From an optimization exercise on the open Yosys and OpenROAD flow, aimed at small area; shortcuts taken in it are not production practice.
In this exercise RTL edits were held to simulation tests only and were not proved equivalent to the original.
Power figures rest on the tool's default switching activity, not on a simulated workload.

==> wip/onyx <==
==> flow/design.v <==
module reg_file_nrw #(
    parameter int WIDTH    = 32,
    parameter int DEPTH    = 32,
    parameter int ZERO_REG = 1,
    parameter int BYPASS   = 1,
    parameter int AW       = $clog2(DEPTH)
) (
    input  logic               cl,
    input  logic               cr,
    input  logic               clr,
    input  logic               we,
    input  logic [WIDTH/8-1:0] be,
    input  logic [AW-1:0]      wa,
    input  logic [WIDTH-1:0]   wd,
    input  logic [AW-1:0]      ra1,
    input  logic [AW-1:0]      ra2,
    output logic [WIDTH-1:0]   rd1,
    output logic [WIDTH-1:0]   rd2
);
    localparam int NB = WIDTH / 8;
    logic [WIDTH-1:0] mem [1:DEPTH-1];
    logic [DEPTH-1:1] vld;
    logic             wr_ok;
    logic [WIDTH-1:0] wd_m;
    assign wr_ok = we && !clr && (wa != '0);
    always_comb begin
        for (int k = 0; k < NB; k++) begin
            wd_m[8*k +: 8] = be[k] ? wd[8*k +: 8] : 8'h00;
        end
    end
    always_ff @(posedge cl or negedge cr) begin
        if (!cr) begin
            vld <= '0;
        end else if (clr) begin
            vld <= '0;
        end else if (wr_ok) begin
            vld[wa] <= 1'b1;
        end
    end
    always_ff @(posedge cl) begin
        for (int i = 1; i < DEPTH; i++) begin
            for (int k = 0; k < NB; k++) begin
                if (wr_ok && (wa == AW'(i)) && (be[k] || !vld[i])) begin
                    mem[i][8*k +: 8] <= wd_m[8*k +: 8];
                end
            end
        end
    end
    logic [AW-1:0]    ra [2];
    logic [WIDTH-1:0] rd [2];
    assign ra[0] = ra1;
    assign ra[1] = ra2;
    always_comb begin
        for (int p = 0; p < 2; p++) begin
            rd[p] = '0;
            for (int i = 1; i < DEPTH; i++) begin
                if (ra[p] == AW'(i) && vld[i]) rd[p] = mem[i];
            end
            if (wr_ok && (ra[p] == wa)) begin
                for (int k = 0; k < NB; k++) begin
                    if (be[k]) rd[p][8*k +: 8] = wd[8*k +: 8];
                end
            end
            if (!cr) rd[p] = '0;
        end
    end
    assign rd1 = rd[0];
    assign rd2 = rd[1];
endmodule
==> flow/run.sh <==
#!/bin/bash
# synth_recipe.tcl (not shown) runs the flow's synth.tcl, then flattens the netlist and writes it again
# the make line also repeats each setting of config.mk as NAME=value (left out here)
make -C /OpenROAD-flow-scripts/flow DESIGN_CONFIG=/design/flow/config.mk WORK_HOME=/design/flow/orfs CLKGATE_MAP_FILE= SYNTH_SCRIPT=/design/flow/synth_recipe.tcl finish
==> flow/config.mk <==
export PLATFORM = sky130hd
export DESIGN_NAME = reg_file_nrw
export DESIGN_NICKNAME = reg_file_nrw
export VERILOG_FILES = /design/flow/design.v
export SDC_FILE = /design/flow/constraint.sdc
export NUM_CORES = 4
export LEC_CHECK = 0
export CAP_MARGIN = 20
export CELL_PAD_IN_SITES_DETAIL_PLACEMENT = 1
export CELL_PAD_IN_SITES_GLOBAL_PLACEMENT = 2
export CORE_MARGIN = 2
export CORE_UTILIZATION = 30
export GPL_ROUTABILITY_DRIVEN = 1
export SLEW_MARGIN = 20
==> flow/constraint.sdc <==
create_clock -name core_clock -period 10.0 [get_ports {cl}]
set_input_delay 2.0000 -clock core_clock [delete_from_list [all_inputs] [get_ports {cl}]]
set_output_delay 2.0000 -clock core_clock [all_outputs]
set_load 0.01 [all_outputs]
==> wip/xenon: changes against wip/onyx <==
--- a/flow/design.v
+++ b/flow/design.v
@@ -1,3 +1,58 @@
+module rf_aoi222 (
+    input  logic a1, b1, a2, b2, a3, b3,
+    output logic y
+);
+    assign y = ~((a1 & b1) | (a2 & b2) | (a3 & b3));
+endmodule
+module rf_and2 (
+    input  logic a, b,
+    output logic y
+);
+    assign y = a & b;
+endmodule
+module rf_nand2 (
+    input  logic a, b,
+    output logic y
+);
+    assign y = ~(a & b);
+endmodule
+module rf_nand4 (
+    input  logic a, b, c, d,
+    output logic y
+);
+    assign y = ~(a & b & c & d);
+endmodule
+module rf_nand3 (
+    input  logic a, b, c,
+    output logic y
+);
+    assign y = ~(a & b & c);
+endmodule
+module rf_o31ai (
+    input  logic a1, a2, a3, b,
+    output logic y
+);
+    assign y = ~((a1 | a2 | a3) & b);
+endmodule
+module rf_rdbit (
+    input  logic [31:1] sel,
+    input  logic [31:1] d,
+    output logic [2:0]  hi
+);
+    logic [10:0] lo;
+    for (genvar g = 0; g < 10; g++) begin : g_aoi
+        rf_aoi222 u (
+            .a1(sel[3*g+1]), .b1(d[3*g+1]),
+            .a2(sel[3*g+2]), .b2(d[3*g+2]),
+            .a3(sel[3*g+3]), .b3(d[3*g+3]),
+            .y(lo[g])
+        );
+    end
+    rf_nand2 u_last (.a(sel[31]), .b(d[31]), .y(lo[10]));
+    rf_nand4 u_h0 (.a(lo[0]), .b(lo[1]), .c(lo[2]),  .d(lo[3]), .y(hi[0]));
+    rf_nand4 u_h1 (.a(lo[4]), .b(lo[5]), .c(lo[6]),  .d(lo[7]), .y(hi[1]));
+    rf_nand3 u_h2 (.a(lo[8]), .b(lo[9]), .c(lo[10]), .y(hi[2]));
+endmodule
 module reg_file_nrw #(
     parameter int WIDTH    = 32,
     parameter int DEPTH    = 32,
@@ -23,10 +78,8 @@
     logic             wr_ok;
     logic [WIDTH-1:0] wd_m;
     assign wr_ok = we && !clr && (wa != '0);
-    always_comb begin
-        for (int k = 0; k < NB; k++) begin
-            wd_m[8*k +: 8] = be[k] ? wd[8*k +: 8] : 8'h00;
-        end
+    for (genvar b = 0; b < WIDTH; b++) begin : g_wdm
+        rf_and2 u_wdm (.a(be[b/8]), .b(wd[b]), .y(wd_m[b]));
     end
     always_ff @(posedge cl or negedge cr) begin
         if (!cr) begin
@@ -47,21 +100,46 @@
         end
     end
     logic [AW-1:0]    ra [2];
+    logic [DEPTH-1:1] hit [2];
+    logic [DEPTH-1:1] sel [2];
+    logic [NB-1:0]    byp [2];
     logic [WIDTH-1:0] rd [2];
+    logic [2:0]       hi [2][WIDTH];
     assign ra[0] = ra1;
     assign ra[1] = ra2;
     always_comb begin
         for (int p = 0; p < 2; p++) begin
-            rd[p] = '0;
             for (int i = 1; i < DEPTH; i++) begin
-                if (ra[p] == AW'(i) && vld[i]) rd[p] = mem[i];
+                hit[p][i] = cr && (ra[p] == AW'(i));
             end
-            if (wr_ok && (ra[p] == wa)) begin
-                for (int k = 0; k < NB; k++) begin
-                    if (be[k]) rd[p][8*k +: 8] = wd[8*k +: 8];
-                end
+            for (int k = 0; k < NB; k++) begin
+                byp[p][k] = cr && wr_ok && be[k] && (ra[p] == wa);
             end
-            if (!cr) rd[p] = '0;
+        end
+    end
+    for (genvar p = 0; p < 2; p++) begin : g_sel
+        for (genvar i = 1; i < DEPTH; i++) begin : g_ent
+            rf_and2 u_sel (.a(hit[p][i]), .b(vld[i]), .y(sel[p][i]));
+        end
+    end
+    for (genvar p = 0; p < 2; p++) begin : g_port
+        for (genvar b = 0; b < WIDTH; b++) begin : g_bit
+            logic [DEPTH-1:1] col;
+            for (genvar i = 1; i < DEPTH; i++) begin : g_col
+                assign col[i] = mem[i][b];
+            end
+            rf_rdbit u_bit (.sel(sel[p]), .d(col), .hi(hi[p][b]));
+        end
+    end
+    for (genvar p = 0; p < 2; p++) begin : g_out
+        for (genvar b = 0; b < WIDTH; b++) begin : g_bit
+            logic keep_n, byp_n;
+            rf_o31ai u_keep (
+                .a1(hi[p][b][0]), .a2(hi[p][b][1]), .a3(hi[p][b][2]),
+                .b(!byp[p][b/8]), .y(keep_n)
+            );
+            rf_nand2 u_byp (.a(byp[p][b/8]), .b(wd[b]), .y(byp_n));
+            rf_nand2 u_out (.a(keep_n), .b(byp_n), .y(rd[p][b]));
         end
     end
     assign rd1 = rd[0];
==> flow/flow/run.sh (new file) <==
#!/bin/bash
# Own layout flow: the standard flow with these changes
#  - synthesis maps the logic with flow/area.script (area-oriented ABC),
#    everything else in synth_recipe.tcl unchanged; rf_and2 gates become and2_4;
#  - the gate modules of the read ports (rf_aoi222, rf_nand*, rf_o31ai, rf_and2) are mapped
#    on their own (SYNTH_KEEP_MODULES) and flattened at the end as usual;
#  - CTS settings from flow/cts_args (no dummy loads, small buffers);
#  - input and output ports buffered with buf_1.
set -euo pipefail
W=$(pwd)
{ head -n 1 synth_recipe.tcl; cat "$W/flow/abc_override.tcl"; tail -n +2 synth_recipe.tcl; } > area_synth.tcl
sed "s#SYNTH_SCRIPT=[^ ]*#SYNTH_SCRIPT=$W/area_synth.tcl#" standard.sh > area_standard.sh
grep -q "SYNTH_SCRIPT=$W/area_synth.tcl" area_standard.sh
export AREA_ABC_SCRIPT="$W/flow/area.script"
if [[ -f "$W/flow/cts_args" ]]; then
  export CTS_ARGS="$(cat "$W/flow/cts_args")"
fi
export SYNTH_KEEP_MODULES="rf_aoi222 rf_nand2 rf_nand3 rf_nand4 rf_o31ai rf_and2"
export STRONG_AND2=sky130_fd_sc_hd__and2_4
export BUFFER_PORTS_ARGS="-buffer_cell sky130_fd_sc_hd__buf_1"
bash area_standard.sh "$@" > flow_make.log 2>&1
==> flow/flow/abc_override.tcl (new file) <==
# Map the combinational logic with an area-oriented ABC script instead of
# ORFS's delay-oriented one; flip-flops are mapped before this and untouched.
# The rf_and2 gates drive the high-fanout nets (read selects, write data):
# give them the strong and2_4 rather than leave the resizer to buffer them.
proc abc {args} {
  set i [lsearch -exact $args -script]
  if { $i >= 0 } {
    set args [lreplace $args $i [expr { $i + 1 }] -script $::env(AREA_ABC_SCRIPT)]
  }
  yosys abc {*}$args
  foreach from { sky130_fd_sc_hd__and2_0 sky130_fd_sc_hd__and2_1 sky130_fd_sc_hd__and2_2 } {
    yosys chtype -map $from $::env(STRONG_AND2) rf_and2
  }
}
==> flow/flow/area.script (new file) <==
strash
&get -n
&fraig -x
&put
scorr
dc2
strash
&get -n
&dch -f
&nf
&put
==> flow/flow/cts_args (new file) <==
-sink_clustering_enable -repair_clock_nets -dont_use_dummy_load -buf_list sky130_fd_sc_hd__clkbuf_4 -sink_clustering_buffer sky130_fd_sc_hd__clkbuf_8 -sink_clustering_size 16 -sink_clustering_max_diameter 80
==> flow/standard.sh (new file) <==
#!/bin/bash
# synth_recipe.tcl (not shown) runs the flow's synth.tcl, then flattens the netlist and writes it again
# the make line also repeats each setting of config.mk as NAME=value (left out here)
make -C /OpenROAD-flow-scripts/flow DESIGN_CONFIG=/design/flow/config.mk WORK_HOME=/design/flow/orfs CLKGATE_MAP_FILE= SYNTH_SCRIPT=/design/flow/synth_recipe.tcl "${@:-finish}"
Settings changed: CORE_UTILIZATION 30 to 50.
removed: flow/run.sh
==> out/metrics.yaml <==
seq_share_pct: 54.78
drt_iter0_drc: 7934
antenna_found_initial: 33
run_status: "no timing/DRC/antenna violations"
crit_top_cell: "buf_4"
[end of results for wip/onyx]
==> out/metrics.yaml <==
cts_tree: "built"
pwr-share-clk_pct: 28.1
crit_chain: "buf_1 -> clkinv_1 -> ha_1 -> a31o_1 -> nor2_1 -> nand3_1 -> nand2b_1 -> clkinv_1 -> nand2_1 -> nand2_1 -> buf_1"
drt_iter0_drc: 8114
antenna_found_initial: 10
num-nonclk-inverters: 25
met3_usage_pct: 11.21
antenna_left: 0
run_status: "no timing/DRC/antenna violations"
n_sequential_cell: 1023
[end of results for wip/xenon]

[what the ideal ports hide]
In the flow no input, the clock included, has a driving cell. The finished layouts below were timed again as built, in two steps.
Step 1 sets driving cells, clkbuf_16 on the clock port and buf_2 on the other inputs (assumed; they add their load-dependent delay and slew).
Step 2 also shifts input and output timing later by t, the mid clock arrival at the registers, as if the neighbouring blocks saw the same clock.
Three values: ideal, step 1, step 2; two values: the first two.
run	shift t [ns]	setup WS [ns]	worst hold slack (ns)	clock arrival spread, ns	worst register clock-pin slew, ns
wip/onyx	0.866	0.602 / 0.544 / 0.544	0.722 / 0.722 / 0.722	0.059 / 0.058	0.07 / 0.07
wip/xenon	0.996	2.140 / 2.001 / 2.001	0.855 / 0.855 / 0.855	0.086 / 0.086	0.11 / 0.11
After both steps every run listed still meets setup and hold. For wip/xenon, which loses most, drivers alone change the setup slack by -0.139 ns; drivers and shift together by -0.139 ns.
